This is an optimization exercise on Yosys and OpenROAD, whose aim is small area, a short achievable clock period and few clock cycles per item, not a production implementation.
At most, simulation tests tie the RTL to the original design; equivalence was not proved.

Setup of P:
==> flow/design.v <==
module aes_key_expand #(
  parameter int KEY_BITS = 256
) (
  input  logic                clk,
  input  logic                rst,
  input  logic                start,
  input  logic [KEY_BITS-1:0] key_in,
  output logic                busy,
  output logic [127:0]        rk_out,
  output logic [3:0]          rk_idx,
  output logic                rk_valid,
  input  logic                rk_ready,
  output logic                done
);
  logic [255:0] st;      
  logic [3:0]   idx;     
  logic         act;     
  logic [3:0]   act_g;   
  logic         vld;     
  logic [3:0]   ridx;    
  logic [31:0]  sw, p0, p1, p2, p3, rc;
  logic [127:0] nw;
  logic [7:0]   rcon;
  logic         adv;
  for (genvar b = 0; b < 4; b++) begin : g_sbox
    aes_ks_sbox u_sbox (.x(st[224+8*b +: 8]), .y(sw[8*b +: 8]));
  end
  aes_ks_mix u_mix (.sw(sw), .rot(!idx[0]), .p({p3, p2, p1, p0}), .nw(nw));
  assign busy     = vld;
  assign rk_valid = vld;
  assign rk_out   = st[127:0];
  assign rk_idx   = ridx;
  always_comb begin
    rcon = 8'h01 << idx[3:1];
    rc = idx[0] ? 32'h0 : {24'h0, rcon};
    p0 = st[31:0] ^ rc;
    p1 = p0 ^ st[63:32];
    p2 = p1 ^ st[95:64];
    p3 = p2 ^ st[127:96];
    adv = rk_ready;
  end
  logic [255:0] st_next;
  assign st_next = {nw, st[255:128]};
  for (genvar g = 0; g < 4; g++) begin : g_st
    always_ff @(posedge clk) begin
      if (!act_g[g]) st[64*g +: 64] <= key_in[64*g +: 64];
      else if (adv) st[64*g +: 64] <= st_next[64*g +: 64];
    end
    always_ff @(posedge clk or posedge rst) begin
      if (rst) act_g[g] <= 1'b0;
      else if (!act_g[g]) act_g[g] <= start;
      else if (adv && idx == 4'd14) act_g[g] <= 1'b0;
    end
  end
  always_ff @(posedge clk) begin
    if (!act) ridx <= 4'd0;
    else if (adv) ridx <= idx + 4'd1;
  end
  always_ff @(posedge clk or posedge rst) begin
    if (rst) begin
      act <= 1'b0;
      vld <= 1'b0;
      idx <= 4'd0;
      done <= 1'b0;
    end else begin
      done <= 1'b0;
      if (!vld) vld <= start;
      else if (adv && idx == 4'd14) vld <= 1'b0;
      if (!act) begin
        idx <= 4'd0;
        if (start) act <= 1'b1;
      end else if (adv) begin
        idx <= idx + 4'd1;
        if (idx == 4'd14) begin
          act <= 1'b0;
          done <= 1'b1;
        end
      end
    end
  end
endmodule
module aes_ks_sbox (
  input  logic [7:0] x,
  output logic [7:0] y
);
  function automatic logic [7:0] sbox(input logic [7:0] x);
    logic u0, u1, u2, u3, u4, u5, u6, u7;
    logic t1, t2, t3, t4, t5, t6, t7, t8, t9, t10, t11, t12, t13, t14, t15, t16, t17, t18, t19;
    logic t20, t21, t22, t23, t24, t25, t26, t27;
    logic m1, m2, m3, m4, m5, m6, m7, m8, m9, m10, m11, m12, m13, m14, m15, m16, m17, m18, m19;
    logic m20, m21, m22, m23, m24, m25, m26, m27, m28, m29, m30, m31, m32, m33, m34, m35, m36;
    logic m37, m38, m39, m40, m41, m42, m43, m44, m45, m46, m47, m48, m49, m50, m51, m52, m53;
    logic m54, m55, m56, m57, m58, m59, m60, m61, m62, m63;
    logic l0, l1, l2, l3, l4, l5, l6, l7, l8, l9, l10, l11, l12, l13, l14, l15, l16, l17, l18;
    logic l19, l20, l21, l22, l23, l24, l25, l26, l27, l28, l29;
    u0 = x[7]; u1 = x[6]; u2 = x[5]; u3 = x[4]; u4 = x[3]; u5 = x[2]; u6 = x[1]; u7 = x[0];
    t1 = u0 ^ u3;   t2 = u0 ^ u5;   t3 = u0 ^ u6;   t4 = u3 ^ u5;   t5 = u4 ^ u6;
    t6 = t1 ^ t5;   t7 = u1 ^ u2;   t8 = u7 ^ t6;   t9 = u7 ^ t7;   t10 = t6 ^ t7;
    t11 = u1 ^ u5;  t12 = u2 ^ u5;  t13 = t3 ^ t4;  t14 = t6 ^ t11; t15 = t5 ^ t11;
    t16 = t5 ^ t12; t17 = t9 ^ t16; t18 = u3 ^ u7;  t19 = t7 ^ t18; t20 = t1 ^ t19;
    t21 = u6 ^ u7;  t22 = t7 ^ t21; t23 = t2 ^ t22; t24 = t2 ^ t10; t25 = t20 ^ t17;
    t26 = t3 ^ t16; t27 = t1 ^ t12;
    m1 = t13 & t6;  m2 = t23 & t8;  m3 = t14 ^ m1;  m4 = t19 & u7;  m5 = m4 ^ m1;
    m6 = t3 & t16;  m7 = t22 & t9;  m8 = t26 ^ m6;  m9 = t20 & t17; m10 = m9 ^ m6;
    m11 = t1 & t15; m12 = t4 & t27; m13 = m12 ^ m11; m14 = t2 & t10; m15 = m14 ^ m11;
    m16 = m3 ^ m2;  m17 = m5 ^ t24; m18 = m8 ^ m7;  m19 = m10 ^ m15; m20 = m16 ^ m13;
    m21 = m17 ^ m15; m22 = m18 ^ m13; m23 = m19 ^ t25; m24 = m22 ^ m23; m25 = m22 & m20;
    m26 = m21 ^ m25; m27 = m20 ^ m21; m28 = m23 ^ m25; m29 = m28 & m27; m30 = m26 & m24;
    m31 = m20 & m23; m32 = m27 & m31; m33 = m27 ^ m25; m34 = m21 & m22; m35 = m24 & m34;
    m36 = m24 ^ m25; m37 = m21 ^ m29; m38 = m32 ^ m33; m39 = m23 ^ m30; m40 = m35 ^ m36;
    m41 = m38 ^ m40; m42 = m37 ^ m39; m43 = m37 ^ m38; m44 = m39 ^ m40; m45 = m42 ^ m41;
    m46 = m44 & t6;  m47 = m40 & t8;  m48 = m39 & u7;  m49 = m43 & t16; m50 = m38 & t9;
    m51 = m37 & t17; m52 = m42 & t15; m53 = m45 & t27; m54 = m41 & t10; m55 = m44 & t13;
    m56 = m40 & t23; m57 = m39 & t19; m58 = m43 & t3;  m59 = m38 & t22; m60 = m37 & t20;
    m61 = m42 & t1;  m62 = m45 & t4;  m63 = m41 & t2;
    l0 = m61 ^ m62;  l1 = m50 ^ m56;  l2 = m46 ^ m48;  l3 = m47 ^ m55;  l4 = m54 ^ m58;
    l5 = m49 ^ m61;  l6 = m62 ^ l5;   l7 = m46 ^ l3;   l8 = m51 ^ m59;  l9 = m52 ^ m53;
    l10 = m53 ^ l4;  l11 = m60 ^ l2;  l12 = m48 ^ m51; l13 = m50 ^ l0;  l14 = m52 ^ m61;
    l15 = m55 ^ l1;  l16 = m56 ^ l0;  l17 = m57 ^ l1;  l18 = m58 ^ l8;  l19 = m63 ^ l4;
    l20 = l0 ^ l1;   l21 = l1 ^ l7;   l22 = l3 ^ l12;  l23 = l18 ^ l2;  l24 = l15 ^ l9;
    l25 = l6 ^ l10;  l26 = l7 ^ l9;   l27 = l8 ^ l10;  l28 = l11 ^ l14; l29 = l11 ^ l17;
    sbox[7] = l6 ^ l24;
    sbox[6] = ~(l16 ^ l26);
    sbox[5] = ~(l19 ^ l28);
    sbox[4] = l6 ^ l21;
    sbox[3] = l20 ^ l22;
    sbox[2] = l25 ^ l29;
    sbox[1] = ~(l13 ^ l27);
    sbox[0] = ~(l6 ^ l23);
  endfunction
  assign y = sbox(x);
endmodule
module aes_ks_mix (
  input  logic [31:0]  sw,
  input  logic         rot,
  input  logic [127:0] p,
  output logic [127:0] nw
);
  logic [31:0] t;
  assign t = rot ? {sw[7:0], sw[31:8]} : sw;
  assign nw = p ^ {4{t}};
endmodule
clock: 22.0 ns
lec_check: 0
cap_margin: 20
core_margin: 2
core_utilization: 60
slew_margin: 20
synth_hierarchical: 1
synth_minimum_keep_size: 0
standard.sh (not shown) runs the stock make flow with config.mk's settings and CLKGATE_MAP_FILE= SYNTH_SCRIPT=/design/flow/synth_recipe.tcl, a recipe that flattens the netlist after the stock synthesis.
==> flow/flow/run.sh <==
#!/bin/bash
# Standard ORFS layout (the standard.sh), with these changes:
#  - synthesis is the standard flow's own script, but ABC maps with flow/abc.script (area-oriented);
#  - ports are buffered with the small sky130_fd_sc_hd__buf_1 instead of the default pick,
#    except rk_ready, whose buffer becomes a buf_8 after global placement (flow/port_drivers.tcl);
#  - clock tree synthesis inserts no dummy loads;
#  - timing repair aims for a slack margin that leaves TARGET_NS (flow/target.txt) of the
#    clock period, so the layout is sized for a shorter period than the constraint asks.
# Each step's full log is in orfs/logs/; the make output is in synth.log and layout.log here.
set -euo pipefail
here=$(pwd)
export FLOW_WORK=$here
export MY_ABC_SCRIPT=$here/flow/abc.script
target=$(cat flow/target.txt)
extra=()
if [[ "$target" != "none" ]]; then
  margin=$(python3 -c "print(round($FLOW_PERIOD_NS - $target, 3))")
  extra+=("SETUP_SLACK_MARGIN=$margin")
fi
bash standard.sh "SYNTH_SCRIPT=$here/flow/my_synth.tcl" synth > "$here/synth.log" 2>&1
bash standard.sh "CTS_ARGS=-sink_clustering_enable -repair_clock_nets -dont_use_dummy_load" "BUFFER_PORTS_ARGS=-buffer_cell sky130_fd_sc_hd__buf_1" "POST_GLOBAL_PLACE_TCL=$here/flow/port_drivers.tcl" "${extra[@]}" finish > "$here/layout.log" 2>&1
==> flow/flow/abc.script <==
strash
map -a
==> flow/flow/my_synth.tcl <==
# The standard synthesis script (synth_recipe.tcl, in the work folder), with one change:
# every ABC mapping call uses the script named by MY_ABC_SCRIPT instead of ORFS's.
proc abc {args} {
  set i [lsearch -exact $args -script]
  if {$i >= 0} { lset args [expr {$i + 1}] $::env(MY_ABC_SCRIPT) }
  yosys abc {*}$args
}
source $::env(FLOW_WORK)/synth_recipe.tcl
==> flow/flow/port_drivers.tcl <==
# After global placement: the input port rk_ready fans out to every state register's
# enable, so its port buffer gets a stronger cell than the buf_1 the other ports use.
foreach port {rk_ready} {
  foreach pin [get_pins -of_objects [get_nets -of_objects [get_ports $port]]] {
    set inst [get_cells -of_objects $pin]
    if {[get_property [get_lib_cells -of_objects $inst] name] eq "sky130_fd_sc_hd__buf_1"} {
      puts "port_drivers: [get_full_name $inst] on $port -> sky130_fd_sc_hd__buf_8"
      replace_cell $inst sky130_fd_sc_hd__buf_8
    }
  }
}
==> flow/flow/target.txt <==
5.85
P did not finish; a tool error ended it in global placement (3_3_place_gp).
The following lists how Q was set up differently from P:
--- a/flow/design.v
+++ b/flow/design.v
@@ -15,9 +15,7 @@
   logic [255:0] st;      
   logic [3:0]   idx;     
   logic         act;     
-  logic [3:0]   act_g;   
   logic         vld;     
-  logic [3:0]   ridx;    
   logic [31:0]  sw, p0, p1, p2, p3, rc;
   logic [127:0] nw;
   logic [7:0]   rcon;
@@ -29,7 +27,7 @@
   assign busy     = vld;
   assign rk_valid = vld;
   assign rk_out   = st[127:0];
-  assign rk_idx   = ridx;
+  assign rk_idx   = idx;
   always_comb begin
     rcon = 8'h01 << idx[3:1];
     rc = idx[0] ? 32'h0 : {24'h0, rcon};
@@ -39,22 +37,9 @@
     p3 = p2 ^ st[127:96];
     adv = rk_ready;
   end
-  logic [255:0] st_next;
-  assign st_next = {nw, st[255:128]};
-  for (genvar g = 0; g < 4; g++) begin : g_st
-    always_ff @(posedge clk) begin
-      if (!act_g[g]) st[64*g +: 64] <= key_in[64*g +: 64];
-      else if (adv) st[64*g +: 64] <= st_next[64*g +: 64];
-    end
-    always_ff @(posedge clk or posedge rst) begin
-      if (rst) act_g[g] <= 1'b0;
-      else if (!act_g[g]) act_g[g] <= start;
-      else if (adv && idx == 4'd14) act_g[g] <= 1'b0;
-    end
-  end
   always_ff @(posedge clk) begin
-    if (!act) ridx <= 4'd0;
-    else if (adv) ridx <= idx + 4'd1;
+    if (!act) st <= key_in;
+    else if (adv) st <= {nw, st[255:128]};
   end
   always_ff @(posedge clk or posedge rst) begin
     if (rst) begin
Results
- Not one of Q and P finished clean.
- Summary of Q over P: number of synthesized register bits went down by 8, synthesized netlist cell count went up by 480, fraction of the yosys area taken by sequential cells went down by 0.33 points, die boundary height went down by 0.73%.
- Adder and majority cell fraction of the synthesized area delta (Q -> P): insignificant
- Q -> P: row count delta 0, exact match
- Diff P -> Q | number of nets in the synthesized netlist | up by more than a quarter
- Area after synthesis is higher on P
- Relative to P, mux share of post-synthesis cell area decreased by 15 points in Q.
- Between Q and P, mean cell area of the mapped netlist is higher for P, Q comes in under that.
- Against P, Q comes in 0.44 points lower on starting density of the core.
- The distinct cell type count after synthesis of Q falls short of that of P by 2.
- Lower compound-cell area share of the yosys netlist among Q and P: Q
- The proportion of register bits with asynchronous set or reset after synthesis of Q falls short of that of P by 1.4 points.
Testbench counts of Q, summed over its fixed seeds: cycles 3,072, round keys 2,880.
No functional check of the RTL was part of P.
